What follows belongs to an exercise in optimizing a design on an open flow for small area, a short achievable clock period and few clock cycles per item; a production flow would make more cautious choices.
Where RTL was checked, it was by simulation tests only, not by an equivalence proof against the original.

Design mul_pipe_unit, start of the top module:
module mul_pipe_unit #(
    parameter int XLEN   = 32,
    parameter int STAGES = 3,
    parameter int TAG_W  = 5
) (
    input  logic              CLK_0,
    input  logic              RST_0,
    input  logic              in_valid,
    output logic              in_ready,
    input  logic [1:0]        in_op,
    input  logic [XLEN-1:0]   in_a,
    input  logic [XLEN-1:0]   in_b,
    input  logic [TAG_W-1:0]  in_tag,
    output logic              out_valid,
    input  logic              out_ready,
    output logic [XLEN-1:0]   out_result,
    output logic [TAG_W-1:0]  out_tag
);
Size in the first run: roughly 190 flip-flops, roughly 0.031 mm² of cells after synthesis.
Settings: LEC_CHECK=0, ABC_AREA=1, CAP_MARGIN=20, CORE_MARGIN=2, CORE_UTILIZATION=40, SLEW_MARGIN=20, SYNTH_HIERARCHICAL=1; clock period 10.0 ns.
standard.sh (not shown) runs the stock make flow with config.mk's settings and CLKGATE_MAP_FILE= SYNTH_SCRIPT=/design/flow/synth_recipe.tcl, a recipe that flattens the netlist after the stock synthesis.
==> flow/flow/run.sh <==
#!/bin/bash
# Own layout flow: the standard ORFS flow with the standard synthesis unchanged;
# the port buffers are plain sky130_fd_sc_hd__buf_1 cells. make's full output
# goes to flow_make.log here; ORFS's per-step logs are under orfs/logs/.
set -euo pipefail
bash standard.sh "BUFFER_PORTS_ARGS=-buffer_cell sky130_fd_sc_hd__buf_1" SETUP_SLACK_MARGIN=5.2 finish > flow_make.log 2>&1
Change:
--- a/flow/design.v
+++ b/flow/design.v
@@ -1184,36 +1184,36 @@
     fa_cell u_f475 (.a(f363s), .b(f416c), .ci(f417s), .co(f475c), .s(f475s));
     fa_cell u_f476 (.a(f363c), .b(f418s), .ci(f417c), .co(f476c), .s(f476s));
     fa_cell u_f477 (.a(h55s), .b(f418c), .ci(f419s), .co(f477c), .s(f477s));
     fa_cell u_f478 (.a(h55c), .b(h58s), .ci(f419c), .co(f478c), .s(f478s));
     fa_cell u_f479 (.a(pp[542]), .b(h58c), .ci(h59s), .co(f479c), .s(f479s));
     logic [63:0] cs_s, cs_c;
     assign cs_s = {f479s, f477c, f477s, f476s, f475s, f474s, f472c, f471c, f470c, f469c, f469s, f468s, f466c, f465c, f464c, f463c, f462c, f461c, f460c, f459c, f458c, f457c, f456c, f455c, f454c, f453c, f452c, f451c, f450c, f449c, f448c, f447c, f446c, f445c, f444c, f443c, f442c, f441c, f440c, f439c, f438c, f437c, f436c, f435c, f434c, f433c, f432c, f431c, f430c, f429c, f428c, f427c, f426c, f425c, f424c, f423c, f422c, f421c, f420c, h61c, h60c, pp[34], pp[1], bneg_q[0]};
     assign cs_c = {f478c, f478s, f476c, f475c, f474c, f473c, f473s, f472s, f471s, f470s, f468c, f467c, f467s, f466s, f465s, f464s, f463s, f462s, f461s, f460s, f459s, f458s, f457s, f456s, f455s, f454s, f453s, f452s, f451s, f450s, f449s, f448s, f447s, f446s, f445s, f444s, f443s, f442s, f441s, f440s, f439s, f438s, f437s, f436s, f435s, f434s, f433s, f432s, f431s, f430s, f429s, f428s, f427s, f426s, f425s, f424s, f423s, f422s, f421s, f420s, h61s, h60s, 1'b0, pp[0]};
-    logic [20:0] low_sum;
-    assign low_sum = {1'b0, cs_s[19:0]} + {1'b0, cs_c[19:0]};
+    logic [24:0] low_sum;
+    assign low_sum = {1'b0, cs_s[23:0]} + {1'b0, cs_c[23:0]};
     logic [31:0]      x_q, y_q;
-    logic [11:0]  lx_q, ly_q;
+    logic [7:0]  lx_q, ly_q;
     logic             lc_q;
     logic [TAG_W-1:0] tag_q2;
     always_ff @(posedge CLK_0) begin
         if (adv) begin
             x_q    <= mul_q1 ? cs_s[31:0] : cs_s[63:32];
             y_q    <= mul_q1 ? cs_c[31:0] : cs_c[63:32];
-            lx_q   <= mul_q1 ? '0 : cs_s[31:20];
-            ly_q   <= mul_q1 ? '0 : cs_c[31:20];
-            lc_q   <= !mul_q1 & low_sum[20];
+            lx_q   <= mul_q1 ? '0 : cs_s[31:24];
+            ly_q   <= mul_q1 ? '0 : cs_c[31:24];
+            lc_q   <= !mul_q1 & low_sum[24];
             tag_q2 <= tag_q1;
         end
     end
-    logic [44:0] fin;
+    logic [40:0] fin;
     assign fin = {x_q, lx_q, 1'b1} + {y_q, ly_q, lc_q};
     assign out_valid  = v2;
-    assign out_result = fin[44:13];
+    assign out_result = fin[40:9];
     assign out_tag    = tag_q2;
 endmodule
 module fa_cell (
     input  logic a,
     input  logic b,
     input  logic ci,
     output logic co,
     output logic s
After rerunning: The new run finished with timing, DRC and antenna clean; worst setup slack gets worse by 0.027 ns; synthesized cell count drops by about 5%; cell area drops by about 3%; flip-flop and latch count drops by 8; synthesized area drops by about 2.8%; via count drops by about 4%; routed wire length drops by about 3.2%; clock-buffer cell count stays the same; sequential share of layout area drops by 0.23 points.
Testbench counts after the change, summed over its fixed seeds: cycles 3,216, items 3,200.
Only the layout flow was run in the first run of this note; the RTL was not checked for function there.

* * *

Another version of the RTL of mul_pipe_unit (not shown whole).
Size in the first run: about 3,100 cells after synthesis, roughly 170 flip-flops, about 110 I/O pins.
==> flow/config.mk <==
export PLATFORM = sky130hd
export DESIGN_NAME = mul_pipe_unit
export DESIGN_NICKNAME = mul_pipe_unit
export VERILOG_FILES = /design/flow/design.v
export SDC_FILE = /design/flow/constraint.sdc
export NUM_CORES = 4
export LEC_CHECK = 0
export ABC_AREA = 1
export CAP_MARGIN = 20
export CORE_MARGIN = 2
export CORE_UTILIZATION = 40
export SETUP_SLACK_MARGIN = 5
export SLEW_MARGIN = 20
export SYNTH_HIERARCHICAL = 1
==> flow/constraint.sdc <==
create_clock -name core_clock -period 10.0 [get_ports {CLK_0}]
set_input_delay 2.0000 -clock core_clock [delete_from_list [all_inputs] [get_ports {CLK_0}]]
set_output_delay 2.0000 -clock core_clock [all_outputs]
set_load 0.01 [all_outputs]
==> flow/flow/run.sh <==
#!/bin/bash
# Own layout flow: the standard ORFS flow with the standard synthesis unchanged;
# the port buffers are plain sky130_fd_sc_hd__buf_1 cells. make's full output
# goes to flow_make.log here; ORFS's per-step logs are under orfs/logs/.
set -euo pipefail
bash standard.sh "BUFFER_PORTS_ARGS=-buffer_cell sky130_fd_sc_hd__buf_1"  finish > flow_make.log 2>&1
==> next run, changes <==
--- a/flow/design.v
+++ b/flow/design.v
@@ -1182,38 +1182,38 @@
     fa_cell u_f474 (.a(f361c), .b(f416s), .ci(f415c), .co(f474c), .s(f474s));
     fa_cell u_f475 (.a(f363s), .b(f416c), .ci(f417s), .co(f475c), .s(f475s));
     fa_cell u_f476 (.a(f363c), .b(f418s), .ci(f417c), .co(f476c), .s(f476s));
     fa_cell u_f477 (.a(h55s), .b(f418c), .ci(f419s), .co(f477c), .s(f477s));
     fa_cell u_f478 (.a(h55c), .b(h58s), .ci(f419c), .co(f478c), .s(f478s));
     fa_cell u_f479 (.a(pp[542]), .b(h58c), .ci(h59s), .co(f479c), .s(f479s));
     logic [63:0] cs_s, cs_c;
     assign cs_s = {f479s, f477c, f477s, f476s, f475s, f474s, f472c, f471c, f470c, f469c, f469s, f468s, f466c, f465c, f464c, f463c, f462c, f461c, f460c, f459c, f458c, f457c, f456c, f455c, f454c, f453c, f452c, f451c, f450c, f449c, f448c, f447c, f446c, f445c, f444c, f443c, f442c, f441c, f440c, f439c, f438c, f437c, f436c, f435c, f434c, f433c, f432c, f431c, f430c, f429c, f428c, f427c, f426c, f425c, f424c, f423c, f422c, f421c, f420c, h61c, h60c, pp[34], pp[1], bneg_q[0]};
     assign cs_c = {f478c, f478s, f476c, f475c, f474c, f473c, f473s, f472s, f471s, f470s, f468c, f467c, f467s, f466s, f465s, f464s, f463s, f462s, f461s, f460s, f459s, f458s, f457s, f456s, f455s, f454s, f453s, f452s, f451s, f450s, f449s, f448s, f447s, f446s, f445s, f444s, f443s, f442s, f441s, f440s, f439s, f438s, f437s, f436s, f435s, f434s, f433s, f432s, f431s, f430s, f429s, f428s, f427s, f426s, f425s, f424s, f423s, f422s, f421s, f420s, h61s, h60s, 1'b0, pp[0]};
-    logic [28:0] low_sum;
-    assign low_sum = {1'b0, cs_s[27:0]} + {1'b0, cs_c[27:0]};
+    logic [18:0] low_sum;
+    assign low_sum = {1'b0, cs_s[17:0]} + {1'b0, cs_c[17:0]};
     logic [31:0]      x_q, y_q;
-    logic [3:0]  lx_q, ly_q;
+    logic [13:0]  lx_q, ly_q;
     logic             lc_q;
     logic [TAG_W-1:0] tag_q2;
     always_ff @(posedge CLK_0) begin
         if (adv) begin
             x_q    <= mul_q1 ? cs_s[31:0] : cs_s[63:32];
             y_q    <= mul_q1 ? cs_c[31:0] : cs_c[63:32];
-            lx_q   <= mul_q1 ? '0 : cs_s[31:28];
-            ly_q   <= mul_q1 ? '0 : cs_c[31:28];
-            lc_q   <= !mul_q1 & low_sum[28];
+            lx_q   <= mul_q1 ? '0 : cs_s[31:18];
+            ly_q   <= mul_q1 ? '0 : cs_c[31:18];
+            lc_q   <= !mul_q1 & low_sum[18];
             tag_q2 <= tag_q1;
         end
     end
-    logic [36:0] fin;
+    logic [46:0] fin;
     assign fin = {x_q, lx_q, 1'b1} + {y_q, ly_q, lc_q};
     assign out_valid  = v2;
-    assign out_result = fin[36:5];
+    assign out_result = fin[46:15];
     assign out_tag    = tag_q2;
 endmodule
 module fa_cell (
     input  logic a,
     input  logic b,
     input  logic ci,
     output logic co,
     output logic s
 );
Outcome:
- design area grows by a few percent
- worst setup slack gains 68 ps
- register-to-register slack gains 80 ps
- core utilization shrinks by 0.79 points
- synthesized area grows by a few percent
- clock skew grows by 3.2 ps
- global-route usage grows by 2.2 points
- critical path depth shrinks by 10
- via count grows by roughly a tenth
Function was not checked in any run of this note: the RTL went through the layout flow alone.

* * *

mul_pipe_unit with an RTL version that a note above also has.
Size in the first run: ~3,300 cells after synthesis, about 30,000 sq um of cells after synthesis.
clock: 10.0 ns
lec_check: 0
abc_area: 1
cap_margin: 20
core_margin: 2
core_utilization: 40
setup_slack_margin: 5
slew_margin: 20
synth_hierarchical: 1
Scripts as last shown in full above: flow/flow/run.sh
Testbench counts at the start, summed over its fixed seeds: cycles 3,216, items 3,200.
Change:
--- a/flow/design.v
+++ b/flow/design.v
@@ -35,45 +35,44 @@
     logic [16:0] one_d, two_d, neg_d;
     assign a_ext = {(in_op != 2'b11) & in_a[31], in_a};
     assign b_ext = {{2{!in_op[1] & in_b[31]}}, in_b};
     assign b_lo  = {b_ext[32:0], 1'b0};
     always_comb begin
         for (int i = 0; i < 17; i++) begin
             one_d[i] = b_ext[2*i] ^ b_lo[2*i];
             two_d[i] = (b_ext[2*i+1] & !b_ext[2*i] & !b_lo[2*i]) | (!b_ext[2*i+1] & b_ext[2*i] & b_lo[2*i]);
             neg_d[i] = b_ext[2*i+1];
         end
     end
-    logic [32:0]      a_nq;                  
-    logic [16:0]      bone_nq, btwo_nq;      
-    logic [16:0]      bneg_q;
+    logic [32:0]      a_q;
+    logic [16:0]      bone_q, btwo_q, bneg_q;
     logic             mul_q1;
     logic [TAG_W-1:0] tag_q1;
     always_ff @(posedge CLK_0) begin
         if (adv) begin
-            a_nq    <= ~a_ext;
-            bone_nq <= ~one_d;
-            btwo_nq <= ~two_d;
+            a_q    <= a_ext;
+            bone_q <= one_d;
+            btwo_q <= two_d;
             bneg_q <= neg_d;
             mul_q1 <= (in_op == 2'b00);
             tag_q1 <= in_tag;
         end
     end
     logic [577:0] pp;
     logic [16:0]  ppn;
-    logic [34:0]  an_sh;
-    assign an_sh = {a_nq[32], a_nq, 1'b1};    
+    logic [34:0]  a_sh;
+    assign a_sh = {a_q[32], a_q, 1'b0};    
     always_comb begin
         for (int i = 0; i < 17; i++) begin
             for (int j = 0; j < 34; j++) begin
-                pp[i*34+j] = !((bone_nq[i] | an_sh[j+1]) & (btwo_nq[i] | an_sh[j])) ^ bneg_q[i];
+                pp[i*34+j] = ((bone_q[i] & a_sh[j+1]) | (btwo_q[i] & a_sh[j])) ^ bneg_q[i];
             end
             ppn[i] = !pp[i*34+33];
         end
     end
     logic k0;
     logic k1;
     logic k2;
     logic k3;
     logic k4;
     logic k5;
     logic k6;
@@ -1181,42 +1180,39 @@
     fa_cell u_f472 (.a(f359s), .b(f413c), .ci(f414s), .co(f472c), .s(f472s));
     fa_cell u_f473 (.a(f359c), .b(f415s), .ci(f414c), .co(f473c), .s(f473s));
     fa_cell u_f474 (.a(f361c), .b(f416s), .ci(f415c), .co(f474c), .s(f474s));
     fa_cell u_f475 (.a(f363s), .b(f416c), .ci(f417s), .co(f475c), .s(f475s));
     fa_cell u_f476 (.a(f363c), .b(f418s), .ci(f417c), .co(f476c), .s(f476s));
     fa_cell u_f477 (.a(h55s), .b(f418c), .ci(f419s), .co(f477c), .s(f477s));
     fa_cell u_f478 (.a(h55c), .b(h58s), .ci(f419c), .co(f478c), .s(f478s));
     fa_cell u_f479 (.a(pp[542]), .b(h58c), .ci(h59s), .co(f479c), .s(f479s));
     logic [63:0] cs_s, cs_c;
     assign cs_s = {f479s, f477c, f477s, f476s, f475s, f474s, f472c, f471c, f470c, f469c, f469s, f468s, f466c, f465c, f464c, f463c, f462c, f461c, f460c, f459c, f458c, f457c, f456c, f455c, f454c, f453c, f452c, f451c, f450c, f449c, f448c, f447c, f446c, f445c, f444c, f443c, f442c, f441c, f440c, f439c, f438c, f437c, f436c, f435c, f434c, f433c, f432c, f431c, f430c, f429c, f428c, f427c, f426c, f425c, f424c, f423c, f422c, f421c, f420c, h61c, h60c, pp[34], pp[1], bneg_q[0]};
     assign cs_c = {f478c, f478s, f476c, f475c, f474c, f473c, f473s, f472s, f471s, f470s, f468c, f467c, f467s, f466s, f465s, f464s, f463s, f462s, f461s, f460s, f459s, f458s, f457s, f456s, f455s, f454s, f453s, f452s, f451s, f450s, f449s, f448s, f447s, f446s, f445s, f444s, f443s, f442s, f441s, f440s, f439s, f438s, f437s, f436s, f435s, f434s, f433s, f432s, f431s, f430s, f429s, f428s, f427s, f426s, f425s, f424s, f423s, f422s, f421s, f420s, h61s, h60s, 1'b0, pp[0]};
-    logic [24:0] low_sum;
-    assign low_sum = {1'b0, cs_s[23:0]} + {1'b0, cs_c[23:0]};
+    logic [32:0] low_sum;
+    assign low_sum = {1'b0, cs_s[31:0]} + {1'b0, cs_c[31:0]};
     logic [31:0]      x_q, y_q;
-    logic [7:0]  lx_q, ly_q;
     logic             lc_q;
     logic [TAG_W-1:0] tag_q2;
     always_ff @(posedge CLK_0) begin
         if (adv) begin
             x_q    <= mul_q1 ? cs_s[31:0] : cs_s[63:32];
             y_q    <= mul_q1 ? cs_c[31:0] : cs_c[63:32];
-            lx_q   <= mul_q1 ? '0 : cs_s[31:24];
-            ly_q   <= mul_q1 ? '0 : cs_c[31:24];
-            lc_q   <= !mul_q1 & low_sum[24];
+            lc_q   <= !mul_q1 & low_sum[32];
             tag_q2 <= tag_q1;
         end
     end
-    logic [40:0] fin;
-    assign fin = {x_q, lx_q, 1'b1} + {y_q, ly_q, lc_q};
+    logic [32:0] fin;
+    assign fin = {x_q, 1'b1} + {y_q, lc_q};
     assign out_valid  = v2;
-    assign out_result = fin[40:9];
+    assign out_result = fin[32:1];
     assign out_tag    = tag_q2;
 endmodule
 module fa_cell (
     input  logic a,
     input  logic b,
     input  logic ci,
     output logic co,
     output logic s
 );
     assign s  = a ^ b ^ ci;
     assign co = (a & b) | (a & ci) | (b & ci);
Outcome: Worst hold slack is worse by 0.0044 ns. Via count is lower by a few percent. Critical path depth is higher by 11. Clock-buffer cell count is higher by 1. Sequential share of layout area is lower by 1.7 points. Register-to-register slack is worse by 0.29 ns. First-iteration DRC count is higher by roughly a tenth. Wire length is about the same. Final area is higher slightly. Setup slack is worse by 0.27 ns.
No functional check of the RTL was part of the second run of this note.

* * *

== oak ==
Another version of the RTL of mul_pipe_unit (not shown whole).
For scale: roughly 180 flip-flops, about 30000 µm² of cells after synthesis.
export LEC_CHECK = 0
export ABC_AREA = 1
export CAP_MARGIN = 20
export CORE_MARGIN = 2
export CORE_UTILIZATION = 40
export SETUP_SLACK_MARGIN = 5
export SLEW_MARGIN = 20
export SYNTH_HIERARCHICAL = 1
create_clock -name core_clock -period 10.0 [get_ports {CLK_0}]
run.sh (not shown) runs the stock make flow with config.mk's settings and CLKGATE_MAP_FILE= SYNTH_SCRIPT=/design/flow/synth_recipe.tcl, a recipe that flattens the netlist after the stock synthesis.
Stock flow here: none of the scripts above is used.
Testbench counts of oak, summed over its fixed seeds: cycles 3,216, items 3,200.
The inputs of pine differ from those of oak as listed below.
--- a/flow/design.v
+++ b/flow/design.v
@@ -1181,40 +1181,46 @@
     fa_cell u_f473 (.a(f359c), .b(f415s), .ci(f414c), .co(f473c), .s(f473s));
     fa_cell u_f474 (.a(f361c), .b(f416s), .ci(f415c), .co(f474c), .s(f474s));
     fa_cell u_f475 (.a(f363s), .b(f416c), .ci(f417s), .co(f475c), .s(f475s));
     fa_cell u_f476 (.a(f363c), .b(f418s), .ci(f417c), .co(f476c), .s(f476s));
     fa_cell u_f477 (.a(h55s), .b(f418c), .ci(f419s), .co(f477c), .s(f477s));
     fa_cell u_f478 (.a(h55c), .b(h58s), .ci(f419c), .co(f478c), .s(f478s));
     fa_cell u_f479 (.a(pp[542]), .b(h58c), .ci(h59s), .co(f479c), .s(f479s));
     logic [63:0] cs_s, cs_c;
     assign cs_s = {f479s, f477c, f477s, f476s, f475s, f474s, f472c, f471c, f470c, f469c, f469s, f468s, f466c, f465c, f464c, f463c, f462c, f461c, f460c, f459c, f458c, f457c, f456c, f455c, f454c, f453c, f452c, f451c, f450c, f449c, f448c, f447c, f446c, f445c, f444c, f443c, f442c, f441c, f440c, f439c, f438c, f437c, f436c, f435c, f434c, f433c, f432c, f431c, f430c, f429c, f428c, f427c, f426c, f425c, f424c, f423c, f422c, f421c, f420c, h61c, h60c, pp[34], pp[1], bneg_q[0]};
     assign cs_c = {f478c, f478s, f476c, f475c, f474c, f473c, f473s, f472s, f471s, f470s, f468c, f467c, f467s, f466s, f465s, f464s, f463s, f462s, f461s, f460s, f459s, f458s, f457s, f456s, f455s, f454s, f453s, f452s, f451s, f450s, f449s, f448s, f447s, f446s, f445s, f444s, f443s, f442s, f441s, f440s, f439s, f438s, f437s, f436s, f435s, f434s, f433s, f432s, f431s, f430s, f429s, f428s, f427s, f426s, f425s, f424s, f423s, f422s, f421s, f420s, h61s, h60s, 1'b0, pp[0]};
-    logic [24:0] low_sum;
-    assign low_sum = {1'b0, cs_s[23:0]} + {1'b0, cs_c[23:0]};
+    logic [26:0] low_sum;
+    assign low_sum = {1'b0, cs_s[25:0]} + {1'b0, cs_c[25:0]};
     logic [31:0]      x_q, y_q;
-    logic [7:0]  lx_q, ly_q;
+    logic [5:0]  lx_q, ly_q;
     logic             lc_q;
+    logic             mul_q2;
     logic [TAG_W-1:0] tag_q2;
     always_ff @(posedge CLK_0) begin
         if (adv) begin
             x_q    <= mul_q1 ? cs_s[31:0] : cs_s[63:32];
             y_q    <= mul_q1 ? cs_c[31:0] : cs_c[63:32];
-            lx_q   <= mul_q1 ? '0 : cs_s[31:24];
-            ly_q   <= mul_q1 ? '0 : cs_c[31:24];
-            lc_q   <= !mul_q1 & low_sum[24];
+            lx_q   <= cs_s[31:26];
+            ly_q   <= cs_c[31:26];
+            lc_q   <= low_sum[26];
+            mul_q2 <= mul_q1;
             tag_q2 <= tag_q1;
         end
     end
-    logic [40:0] fin;
-    assign fin = {x_q, lx_q, 1'b1} + {y_q, ly_q, lc_q};
+    logic [6:0] lt_sum;
+    logic         cin;
+    assign lt_sum = {1'b0, lx_q} + {1'b0, ly_q} + {6'd0, lc_q};
+    assign cin    = !mul_q2 & lt_sum[6];
+    logic [32:0] fin;
+    assign fin = {x_q, 1'b1} + {y_q, cin};
     assign out_valid  = v2;
-    assign out_result = fin[40:9];
+    assign out_result = fin[32:1];
     assign out_tag    = tag_q2;
 endmodule
 module fa_cell (
     input  logic a,
     input  logic b,
     input  logic ci,
     output logic co,
     output logic s
 );
     assign s  = a ^ b ^ ci;
### Flow results
- pine vs oak: number of resized instances in the post-cts repair step up in pine
- Post-CTS setup buffer count was lower in oak than in pine.
- Number of well taps, pine and oak, higher one = oak.
- The core occupancy in the finished layout on pine is in line with that on oak.
- Clock insertion delay at the later pin of the skew report across pine and oak: no real change.
No functional check of the RTL was part of pine.

[separate check: timing with driven ports]
The flow's constraints put no driver on any port. The routed layouts listed below were extracted and timed again, unchanged, in two steps. Step 1: set_driving_cell puts a clkbuf_16 on CLK_0 and a buf_2 on each other input, an assumption about the parent block. Step 2, shift: input delay + t, output delay - t, t = (earliest + latest rising clock arrival at the registers) / 2. This alone moves slack from input paths to output paths. Slacks: no drivers / after step 1 / after step 2; pairs: no drivers / after step 1.
| run | shift t [ns] | setup slack, ns | worst hold slack (ns) | worst data-port slew with drivers (ns) |
|---|---|---|---|---|
| the first run of note 1 | 0.552 | 5.250 / 5.229 / 5.229 | 0.423 / 0.423 / 0.423 | 0.05 |
| the second run of note 1 | 0.564 | 5.223 / 5.223 / 5.223 | 0.424 / 0.424 / 0.424 | 0.05 |
| the first run of note 2 | 0.558 | 5.088 / 5.088 / 5.088 | 0.423 / 0.423 / 0.423 | 0.06 |
| the second run of note 2 | 0.583 | 5.156 / 5.131 / 5.131 | 0.422 / 0.422 / 0.422 | 0.05 |
| the first run of note 3 | 0.561 | 5.168 / 5.142 / 5.142 | 0.424 / 0.424 / 0.424 | 0.05 |
| the second run of note 3 | 0.565 | 4.901 / 4.901 / 4.901 | 0.419 / 0.419 / 0.419 | 0.05 |
| oak | 0.572 | 5.068 / 5.068 / 5.068 | 0.425 / 0.425 / 0.425 | 0.05 |
| pine | 0.570 | 4.777 / 4.714 / 5.011 | 0.427 / 0.427 / 0.427 | 0.05 |
After both steps every run listed still meets setup and hold. For the first run of note 3, which loses most, drivers alone change the setup slack by -0.026 ns; drivers and shift together by -0.026 ns.
